From an optimization exercise on the open Yosys and OpenROAD flow, aimed at small area and a short achievable clock period; shortcuts taken in it are not production practice.
Only simulation tests tie the RTL to the original design; equivalence was not proved.
Power figures rest on the tool's default switching activity, not on a simulated workload.

## run A
==> flow/design.v (excerpt) <==
module dma_read (
    input  logic        clk,
    input  logic        rst,
    input  logic        s_awvalid,
    output logic        s_awready,
    input  logic [31:0] s_awaddr,
    input  logic        s_wvalid,
    output logic        s_wready,
    input  logic [31:0] s_wdata,
    input  logic [3:0]  s_wstrb,
    output logic        s_bvalid,
    input  logic        s_bready,
    output logic [1:0]  s_bresp,
    input  logic        s_arvalid,
    output logic        s_arready,
    input  logic [31:0] s_araddr,
    output logic        s_rvalid,
    input  logic        s_rready,
    output logic [31:0] s_rdata,
    output logic [1:0]  s_rresp,
    output logic [7:0]  m_arid,
    output logic [31:0] m_araddr,
    output logic [7:0]  m_arlen,
    output logic [2:0]  m_arsize,
    output logic [1:0]  m_arburst,
    output logic        m_arlock,
    output logic [3:0]  m_arcache,
    output logic [2:0]  m_arprot,
    output logic [3:0]  m_arqos,
    output logic [3:0]  m_arregion,
    output logic        m_arvalid,
    input  logic        m_arready,
    input  logic [63:0] m_rdata,
    input  logic        m_rvalid,
    output logic        m_rready,
    output logic [63:0] tdata,
    output logic        tvalid,
    input  logic        tready
);
clock: 5.0 ns
lec_check: 0
cap_margin: 20
core_margin: 2
core_utilization: 65
cts_cluster_diameter: 100
cts_cluster_size: 25
setup_slack_margin: 2.8
slew_margin: 20
standard.sh (not shown) runs the stock make flow with config.mk's settings and CLKGATE_MAP_FILE= SYNTH_SCRIPT=/design/flow/synth_recipe.tcl, a recipe that flattens the netlist after the stock synthesis.
==> flow/flow/run.sh <==
#!/bin/bash
# Layout flow: the standard ORFS flow, with the ports buffered by
# plain buffers (buf_2) instead of the delay cells buffer_ports picks by
# itself.  Every tool's output goes to a log file in this folder; ORFS
# keeps its per-step logs under orfs/logs.
set -euo pipefail
export BUFFER_PORTS_ARGS="-buffer_cell sky130_fd_sc_hd__buf_2"
bash standard.sh > standard_flow.log 2>&1
Input changes introduced in run B (baseline for comparison: run A):
diff --git a/flow/flow/run.sh b/flow/flow/run.sh
--- a/flow/flow/run.sh
+++ b/flow/flow/run.sh
@@ -3 +3 @@
-# plain buffers (buf_2) instead of the delay cells buffer_ports picks by
+# plain buffers (buf_1) instead of the delay cells buffer_ports picks by
@@ -7 +7 @@
-export BUFFER_PORTS_ARGS="-buffer_cell sky130_fd_sc_hd__buf_2"
+export BUFFER_PORTS_ARGS="-buffer_cell sky130_fd_sc_hd__buf_1"
[summary]
Comparing run B and run A, the lower initial antenna violation count was measured on run B.
Final area, run B and run A: higher on run A
Summary of run B over run A: leakage power total went down 3.8%, floorplan die width held.
Relative to run B, the following input files were edited for run C:
- swapping 25 for 30 in CTS_CLUSTER_SIZE
- swapping 2.8 for 2.7 in SETUP_SLACK_MARGIN
- swapping 100 for 110 in CTS_CLUSTER_DIAMETER
- swapping 65 for 72 in CORE_UTILIZATION
diff --git a/flow/flow/run.sh b/flow/flow/run.sh
--- a/flow/flow/run.sh
+++ b/flow/flow/run.sh
@@ -3 +3 @@
-# plain buffers (buf_1) instead of the delay cells buffer_ports picks by
+# plain buffers (buf_2) instead of the delay cells buffer_ports picks by
@@ -7 +7 @@
-export BUFFER_PORTS_ARGS="-buffer_cell sky130_fd_sc_hd__buf_1"
+export BUFFER_PORTS_ARGS="-buffer_cell sky130_fd_sc_hd__buf_2"
### Flow results
- Length of routed met3 wiring in run C vs run B: up 0.77%
- Run C vs run B: sequential group share of total power up in run C
- The switching component of the power of run C is lower than that of run B.
- The part of the power in the clock network in run C sits 2.0 points below the value recorded for run B.
- Height of the die, run C and run B: higher on run B
- Taking run B as the reference, in run C least setup slack across all paths after layout stayed essentially flat; non-clock buffer count -17; power density over cell area fell about 2%.
#### Input delta (run D over run C)
- swapping 30 for 28 in CTS_CLUSTER_SIZE
- swapping 72 for 70 in CORE_UTILIZATION
- swapping 2.7 for 2.65 in SETUP_SLACK_MARGIN
[summary]
Run D: full flow OK, the timing, design-rule and antenna checks passed
On switching part of the total, run C and run D are neck and neck.
Wire length per cell was higher in the run labelled run C.
Between run C and run D, the difference in post-detailed-placement half-perimeter wirelength is negligible.
From run C to run D the numbers moved as follows: multi-input gate share of total cell area about even; maximum buffer depth of the clock tree about even; cell row count rose 1.

re-timing with driven ports:
Ports are ideal in the flow. The routed layouts listed here were re-timed in OpenROAD. Step 1: set_driving_cell puts a clkbuf_16 on clk and a buf_2 on each other input, an assumption about the parent block. Step 2 also shifts input and output timing later by t, the mid clock arrival at the registers, as if the neighbouring blocks saw the same clock. a / b / c = ideal ports / drivers / drivers and shift; a / b = the first two.
run | shift t [ns] | setup slack, ns | hold WS [ns] | worst slew at a driven data input, ns
run A | 0.702 | 2.585 / 2.538 / 2.104 | 0.513 / 0.513 / 0.513 | 0.13
run B | 0.716 | 2.590 / 2.548 / 2.079 | 0.497 / 0.497 / 0.497 | 0.13
run C | 0.738 | 2.590 / 2.546 / 2.016 | 0.521 / 0.517 / 0.521 | 0.15
run D | 0.746 | 2.575 / 2.534 / 2.020 | 0.502 / 0.501 / 0.502 | 0.14
After both steps setup and hold are still met in every run listed. The setup slack of run C, which loses most, moves by -0.044 ns with the drivers and by -0.574 ns with both steps.
